Source: an optimization exercise on an open RTL-to-GDS flow (aim: a short achievable clock period and few clock cycles). Production flows keep margins and buffers that such runs may drop. Function was checked by simulation only, so behaviour that the tests miss may differ from the original. No activity file was given, so power comes from the tool's default toggle rates.

==> flow/design.v <==
package tss_pkg;
  localparam int DEPTH = 256;
  localparam int AW    = $clog2(DEPTH);
  localparam int CW    = $clog2(DEPTH + 1);
  localparam int DW    = 32;
  typedef enum logic [2:0] {
    REQ_PUSH_ONE = 3'd0,
    REQ_PUSH_TWO = 3'd1,
    REQ_POP_ONE  = 3'd2,
    REQ_POP_TWO  = 3'd3,
    REQ_PEEK_ONE = 3'd4,
    REQ_PEEK_TWO = 3'd5
  } req_code_t;
  typedef enum logic [1:0] {
    ST_OK        = 2'd0,
    ST_OVERFLOW  = 2'd1,
    ST_UNDERFLOW = 2'd2
  } stat_code_t;
  typedef struct packed {
    logic [2:0]           req_type;
    logic signed [DW-1:0] push_value;
  } tss_in_t;
  typedef struct packed {
    logic signed [DW-1:0] read_data;
    logic [1:0]           status;
    logic                 is_full;
    logic                 first_empty;
    logic                 second_empty;
    logic [CW-1:0]        used_total;
  } tss_out_t;
  typedef struct packed {
    logic load;
    logic exec;
    logic resp;
  } tss_cmd_t;
endpackage
module tss_ram #(
  parameter int WIDTH = 32,
  parameter int DEPTH = 256
) (
  input  logic                     clk,
  input  logic                     we,
  input  logic [$clog2(DEPTH)-1:0] addr,
  input  logic [WIDTH-1:0]         wdata,
  output logic [WIDTH-1:0]         rdata
);
  logic [WIDTH-1:0] mem [DEPTH];
  always_ff @(posedge clk) begin
    if (we) begin
      mem[addr] <= wdata;
    end
    rdata <= mem[addr];
  end
endmodule
module tss_ctrl (
  input  logic     clk,
  input  logic     rst_n,
  input  logic     start,
  output logic     busy,
  output tss_pkg::tss_cmd_t cmd
);
  typedef enum logic [1:0] {
    S_IDLE,
    S_EXEC,
    S_RESP
  } state_t;
  state_t state_r;
  logic   busy_r;
  logic   exec_r;
  logic   resp_r;
  logic   load;
  assign load     = start && !busy_r;
  assign busy     = busy_r;
  assign cmd.load = load;
  assign cmd.exec = exec_r;
  assign cmd.resp = resp_r;
  always_ff @(posedge clk) begin
    if (!rst_n) begin
      state_r <= S_IDLE;
      busy_r  <= 1'b0;
      exec_r  <= 1'b0;
      resp_r  <= 1'b0;
    end else begin
      case (state_r)
        S_IDLE: begin
          if (load) begin
            state_r <= S_EXEC;
            busy_r  <= 1'b1;
            exec_r  <= 1'b1;
          end
        end
        S_EXEC: begin
          state_r <= S_RESP;
          exec_r  <= 1'b0;
          resp_r  <= 1'b1;
        end
        S_RESP: begin
          state_r <= S_IDLE;
          resp_r  <= 1'b0;
          busy_r  <= 1'b0;
        end
        default: begin
          state_r <= S_IDLE;
          busy_r  <= 1'b0;
          exec_r  <= 1'b0;
          resp_r  <= 1'b0;
        end
      endcase
    end
  end
endmodule
module tss_dpath (
  input  logic          clk,
  input  logic          rst_n,
  input  tss_pkg::tss_cmd_t      cmd,
  input  tss_pkg::tss_in_t       in_item,
  input  logic          cfg_we,
  input  logic [tss_pkg::CW-1:0] cfg_wdata,
  output tss_pkg::tss_out_t      out_item
);
  logic [2:0]    req_r;
  logic [tss_pkg::DW-1:0] val_r;
  logic [tss_pkg::CW-1:0] first_r, first_nxt;
  logic [tss_pkg::CW-1:0] second_r, second_nxt;
  logic [tss_pkg::CW-1:0] cap_r, cap_nxt;
  logic [1:0]    stat_r, stat_nxt;
  logic          hit_r, hit_nxt;
  logic [tss_pkg::CW-1:0] used_pre;
  logic [tss_pkg::CW-1:0] used_post;
  logic          full_pre;
  logic          ram_we;
  logic [tss_pkg::CW-1:0] addr_w;
  logic [tss_pkg::DW-1:0] ram_rdata;
  assign used_pre = first_r + second_r;
  assign full_pre = used_pre >= cap_r;
  always_comb begin
    first_nxt  = first_r;
    second_nxt = second_r;
    stat_nxt   = tss_pkg::ST_OK;
    hit_nxt    = 1'b0;
    ram_we     = 1'b0;
    addr_w     = '0;
    case (req_r)
      tss_pkg::REQ_PUSH_ONE: begin
        addr_w = first_r;
        if (full_pre) begin
          stat_nxt = tss_pkg::ST_OVERFLOW;
        end else begin
          ram_we    = cmd.exec;
          first_nxt = first_r + tss_pkg::CW'(1);
        end
      end
      tss_pkg::REQ_PUSH_TWO: begin
        addr_w = cap_r - tss_pkg::CW'(1) - second_r;
        if (full_pre) begin
          stat_nxt = tss_pkg::ST_OVERFLOW;
        end else begin
          ram_we     = cmd.exec;
          second_nxt = second_r + tss_pkg::CW'(1);
        end
      end
      tss_pkg::REQ_POP_ONE, tss_pkg::REQ_PEEK_ONE: begin
        addr_w = first_r - tss_pkg::CW'(1);
        if (first_r == '0) begin
          stat_nxt = tss_pkg::ST_UNDERFLOW;
        end else begin
          hit_nxt = 1'b1;
          if (req_r == tss_pkg::REQ_POP_ONE) begin
            first_nxt = first_r - tss_pkg::CW'(1);
          end
        end
      end
      tss_pkg::REQ_POP_TWO, tss_pkg::REQ_PEEK_TWO: begin
        addr_w = cap_r - second_r;
        if (second_r == '0) begin
          stat_nxt = tss_pkg::ST_UNDERFLOW;
        end else begin
          hit_nxt = 1'b1;
          if (req_r == tss_pkg::REQ_POP_TWO) begin
            second_nxt = second_r - tss_pkg::CW'(1);
          end
        end
      end
      default: begin
      end
    endcase
  end
  always_comb begin
    if (cfg_wdata == '0) begin
      cap_nxt = tss_pkg::CW'(1);
    end else if (cfg_wdata > tss_pkg::CW'(tss_pkg::DEPTH)) begin
      cap_nxt = tss_pkg::CW'(tss_pkg::DEPTH);
    end else begin
      cap_nxt = cfg_wdata;
    end
  end
  always_ff @(posedge clk) begin
    if (!rst_n) begin
      first_r  <= '0;
      second_r <= '0;
      cap_r    <= tss_pkg::CW'(tss_pkg::DEPTH);
    end else if (cfg_we) begin
      first_r  <= '0;
      second_r <= '0;
      cap_r    <= cap_nxt;
    end else if (cmd.exec) begin
      first_r  <= first_nxt;
      second_r <= second_nxt;
    end
  end
  always_ff @(posedge clk) begin
    if (cmd.load) begin
      req_r <= in_item.req_type;
      val_r <= in_item.push_value;
    end
    if (cmd.exec) begin
      stat_r <= stat_nxt;
      hit_r  <= hit_nxt;
    end
  end
  tss_ram #(
    .WIDTH (tss_pkg::DW),
    .DEPTH (tss_pkg::DEPTH)
  ) u_ram (
    .clk   (clk),
    .we    (ram_we),
    .addr  (addr_w[tss_pkg::AW-1:0]),
    .wdata (val_r),
    .rdata (ram_rdata)
  );
  assign used_post             = first_r + second_r;
  assign out_item.read_data    = hit_r ? ram_rdata : '1;
  assign out_item.status       = stat_r;
  assign out_item.is_full      = used_post >= cap_r;
  assign out_item.first_empty  = first_r == '0;
  assign out_item.second_empty = second_r == '0;
  assign out_item.used_total   = used_post;
endmodule
module two_stacks_shared_memory (
  input  logic        clk,
  input  logic        rst_n,
  input  logic        start,
  output logic        busy,
  input  logic [34:0] in_item,
  output logic        out_valid,
  output logic [45:0] out_item,
  input  logic        cfg_we,
  input  logic [8:0]  cfg_wdata
);
  tss_pkg::tss_cmd_t cmd;
  tss_pkg::tss_in_t  in_s;
  tss_pkg::tss_out_t out_s;
  assign in_s     = in_item;
  assign out_item = out_s;
  tss_ctrl u_ctrl (
    .clk   (clk),
    .rst_n (rst_n),
    .start (start),
    .busy  (busy),
    .cmd   (cmd)
  );
  tss_dpath u_dpath (
    .clk       (clk),
    .rst_n     (rst_n),
    .cmd       (cmd),
    .in_item   (in_s),
    .cfg_we    (cfg_we),
    .cfg_wdata (cfg_wdata),
    .out_item  (out_s)
  );
  assign out_valid = cmd.resp;
endmodule
==> flow/run.sh <==
#!/bin/bash
# synth_recipe.tcl (not shown) runs the flow's synth.tcl, then flattens the netlist and writes it again
# the make line also repeats each setting of config.mk as NAME=value (left out here)
make -C /OpenROAD-flow-scripts/flow DESIGN_CONFIG=/design/flow/config.mk WORK_HOME=/design/flow/orfs CLKGATE_MAP_FILE= SYNTH_SCRIPT=/design/flow/synth_recipe.tcl finish
==> flow/config.mk <==
export PLATFORM = sky130hd
export DESIGN_NAME = two_stacks_shared_memory
export DESIGN_NICKNAME = two_stacks_shared_memory
export VERILOG_FILES = /design/flow/design.v
export SDC_FILE = /design/flow/constraint.sdc
export NUM_CORES = 8
export LEC_CHECK = 0
export CAP_MARGIN = 20
export CORE_MARGIN = 2
export CORE_UTILIZATION = 25
export PLACE_DENSITY = 0.35
export SLEW_MARGIN = 20
export SYNTH_MEMORY_MAX_BITS = 16384
==> flow/constraint.sdc <==
create_clock -name core_clock -period 10.0 [get_ports {clk}]
set_input_delay 2.0000 -clock core_clock [delete_from_list [all_inputs] [get_ports {clk}]]
set_output_delay 2.0000 -clock core_clock [all_outputs]
set_load 0.01 [all_outputs]
==> notes.md <==
Synthesis
The synthesized netlist occupies a cell area of 328000 µm². Synthesis produced a netlist whose cell count is 23688. The sequential cell area fraction in the yosys report is 75.7%. The Yosys step of the flow raised 3 warnings. Synthesis instantiated 86 different standard cells from the library. Among all flip-flop cells after synthesis, the most frequent one is edfxtp_1.

The post-synthesis async set-or-reset flop share is 0%. The number of flops mapped to enable cells by yosys is 8230. The synthesized net count is 23774. The flip-flop and latch count after synthesis is 8294.

In this run the mean area of a mapped cell was 13.8 µm².

STA
On the final layout, the worst clock skew is 110 ps. The pin slew with the least headroom to its limit is 1380 ps. Setup violations remaining at the end of the flow were counted as 0. Hold timing on the final database bottoms out at a slack of 459 ps.

The final hold violation count is 0. The worst pin sits at a relative slew slack of 7.20%. The highest attainable clock frequency is 0.134 GHz. The max-slew violation count is 0.

Subtracting the final worst setup slack from the clock period gives 7470 ps. Setup repair after global routing left no endpoint under its margin. The final worst-path cycle share is 74.7%. The total negative slack for setup checks is 0 ps.

Pwr
The share of power burned in registers is 45.7%. Power comes to 0.0844 W. Dividing total power by cell area gives a power density of 218 nW/µm². In this run the power spent charging and discharging nets is 0.0250 W.

Per report_power, the clock group accounts for 39.7% of the total. The cell leakage power is 126 nW. Net switching is 29.6% of the power. VDD sags by at most 159 µV. The cell-internal power is 0.0594 W.

Per report_power, the combinational group accounts for 14.5% of the total.

Global route
The global-route congestion overflow total is 0. The via count of the first global-routing pass is 207113. The initial antenna violation count is 217. Across every metal layer, demand over resource in global routing totals 22.3%. Entering global routing, the biggest net connects 123 pins.

The wire length of the first global-routing pass is 2020 mm.

CTS
The largest buffer count on any clock path is 5. For this design, the sink count on the clock tree is 8294. The CTS tree is built.

Clock-pin slew was measured on the worst setup and hold paths at 60 ps. The maximum level of the CTS H-tree is 6. The number of buffers created by CTS is 943.

The number of gates resized after CTS is 0. The clock reaches the later pin of the worst-skew pair after 1250 ps. The hold-fix buffer count after cts is 0. The root buffer cell is clkbuf_16. The total setup buffers inserted after CTS is 0.

Floorplan
The area of the core region is 1310000 µm². The area of the die is 1320000 µm². The y dimension of the die is 1.15 mm. The initial core utilization is 25.1%. During I/O placement, the number of pins put on the boundary was 96. The floorplan has 420 rows. The floorplan step set the die width to 1.15 mm.

Setup path
The critical path required time is 11090 ps. The worst setup path startpoint is u_dpath.second_r[1]$_SDFFE_PP0P_. The slack of the worst reg-to-reg path is 2530 ps. The worst endpoint data arrival time is 8550 ps. STA classifies the critical path endpoint as a flop.

In this run the worst path has a maximum fanout of 41. The critical path class is flop to flop. The worst setup path is launched from a flop. In this run the critical register-to-register path is launched from u_dpath.second_r[1]$_SDFFE_PP0P_.

Drt
The post-detailed-route count of antenna-violating nets is 0. The number of detailed-routing iterations run before antenna repair is 6. The average via count per standard cell is 5.12. In this run, the number of DRC markers left after iteration 0 of detailed routing was 27108.

After detailed routing, the number of remaining DRC violations is 0. The detailed router placed 217556 vias in this run. Wires add up to 1530 mm. The post-detailed-route wirelength per cell is 36.0 µm.

Layout
After the last flow step, the layout net total stands at 24309. The library cells used most frequently in the layout, excluding fill and tap cells, are edfxtp_1, nand2_1, nand3_1, buf_4, clkbuf_16. Fill cells in the final layout number 131414. The combined flip-flop and latch cell area is 248000 µm². The multi-input gate area in the final layout is 75100 µm². The library cell used most frequently in the layout, excluding fill and tap cells, is edfxtp_1. Of the cells placed in the final design, the portion with a size suffix greater than 1 is 12.0%. The area growth from synthesis to layout is 18.1%.

Status
The run finished with no timing, DRC or antenna violations.

Hold path
The worst min-delay path category is flop to flop. The start point of the worst hold path is u_ctrl.state_r[0]$_SDFFE_PN0P_.

Placed design
During placement, the flow inserted port buffers numbering 95. The routability congestion estimate from global placement is 0.847. The half-perimeter wire length after placement is 945 mm.

Run
Across the run, the number of max-cap violations was 0.
==> metrics by stage <==
stage / setup slack, ps / util [%] / std cells / area [µm²]
floorplan: 4850 / - / 23688 / 328000
global placement: 1390 / 27.2 / 40492 / 356000
detailed placement: 2520 / 27.4 / 40579 / 358000
CTS: 2540 / 29.6 / 42309 / 387000
global route: 2530 / 29.6 / 42374 / 387000
finish: 2530 / 29.6 / 42480 / 387000
==> critical path: stages, from the launching register on <==
cell and delay (ps):
dfxtp_1 530, inv_1 190, fa_1 590, inv_1 100, o221ai_4 620, nand2_8 690
buf_12 480, buf_4 250, nor2_1 520, buf_4 360, a32oi_1 490, a31oi_1 1020
nor3_1 130, a21oi_1 180, o22ai_1 210, buf_4 250, or4_1 480
==> power groups by stage <==
stage | Clock, W | Sequential, W | Combinational [W]
6_report | 0.0336 | 0.0386 | 0.0123
5_1_grt | 0.0354 | 0.0385 | 0.0126
4_1_cts | 0.0342 | 0.0386 | 0.0123
3_5_place_dp | 0 | 0.0393 | 0.0123
3_3_place_gp | 0 | 0.0393 | 0.0122
2_1_floorplan | 0 | 0.0396 | 0.00480
==> cell usage after synthesis (19+ instances only) <==
master,instances,share of area (%)
a21oi_1,227,0.35
clkbuf_1,592,0.68
buf_1,242,0.28
nand4_1,187,0.36
o21ai_0,152,0.23
edfxtp_1,8230,75
nor2_1,409,0.47
nand2b_1,41,0.078
a32oi_1,420,1.1
a211oi_1,570,1.3
buf_2,708,1.1
a22oi_1,29,0.066
nand2_1,6511,7.4
ha_1,34,0.13
a31oi_1,510,0.97
and3_1,738,1.4
mux4_2,19,0.13
nor4_1,26,0.050
nor3_1,130,0.20
o211ai_1,23,0.053
dfxtp_1,64,0.39
mux2i_1,384,1.2
buf_6,32,0.11
a311oi_1,863,2.3
buf_4,140,0.32
a221oi_1,38,0.10
inv_1,41,0.047
nand3_1,2081,3.2
==> path summary, 6_finish.rpt <==
path | end | cells after the start
max | u_dpath.u_ram.rdata[31]$_DFF_P_ | 16
min | u_ctrl.state_r[0]$_SDFFE_PN0P_ | 1
max reg2reg | u_dpath.u_ram.rdata[31]$_DFF_P_ | 16
min reg2reg | u_ctrl.state_r[0]$_SDFFE_PN0P_ | 1
==> final cells by class <==
| type | count | share of cell area, % |
|---|---|---|
| flip-flops and latches | 8294 | 64.1 |
| clock inverters | 490 | 1.03 |
| well taps | 17302 | 5.59 |
| multi-input cells | 13633 | 19.4 |
| diodes | 170 | 0.110 |
| inverters | 42 | 0.0407 |
| repair buffers | 1309 | 3.30 |
| clock buffers | 1240 | 6.43 |
==> sequential cells by signal, summed over array words and instances (netlist names), 2 cells and up <==
name,cells
u_dpath.cap_r,9
u_dpath.u_ram.rdata,32
u_dpath.first_r,9
u_dpath.req_r,3
u_dpath.second_r,9
u_dpath.u_ram.mem,8192
u_dpath.stat_r,2
u_ctrl.state_r,2
u_dpath.val_r,32
==> cells by family after synthesis <==
kind of cell	share of synthesized area, %
AO/OA/AOI/OAI	6.86
XOR/XNOR	0.0877
adder cells (fa/ha/maj)	0.154
buffers and inverters	2.54
flip-flops	75.7
multiplexers	1.31
AND/OR/NAND/NOR	13.3
==> layer usage <==
layer | GRT usage (%) | routed length (µm)
met1 | 31.0 | 670000
met2 | 35.1 | 693000
met3 | 4.06 | 108000
met4 | 7.88 | 59800
met5 | 0 | 248
Testbench counts, summed over its fixed seeds: cycles 57,600.

separate check: timing with driven ports:
The flow's constraints put no driver on any port. The routed layout listed below was extracted and timed again, unchanged, in two steps.
Step 1, drivers: a clkbuf_16 drives clk and a buf_2 each remaining input, both assumed.
Step 2 moves the port delays by t, midway between the first and last clock arrival at a register: inputs arrive t later, outputs are due t later. That takes back most of the time a late clock gives input paths.
a / b / c = no drivers / after step 1 / after step 2; a / b = the first two.
t (ns): 1.377
slack for setup (ns): 2.533 / 2.533 / 2.533
worst setup path at the end: register to register
After both steps this run still meets setup and hold. For this run, drivers alone change the setup slack by 0.000 ns; drivers and shift together by 0.000 ns.
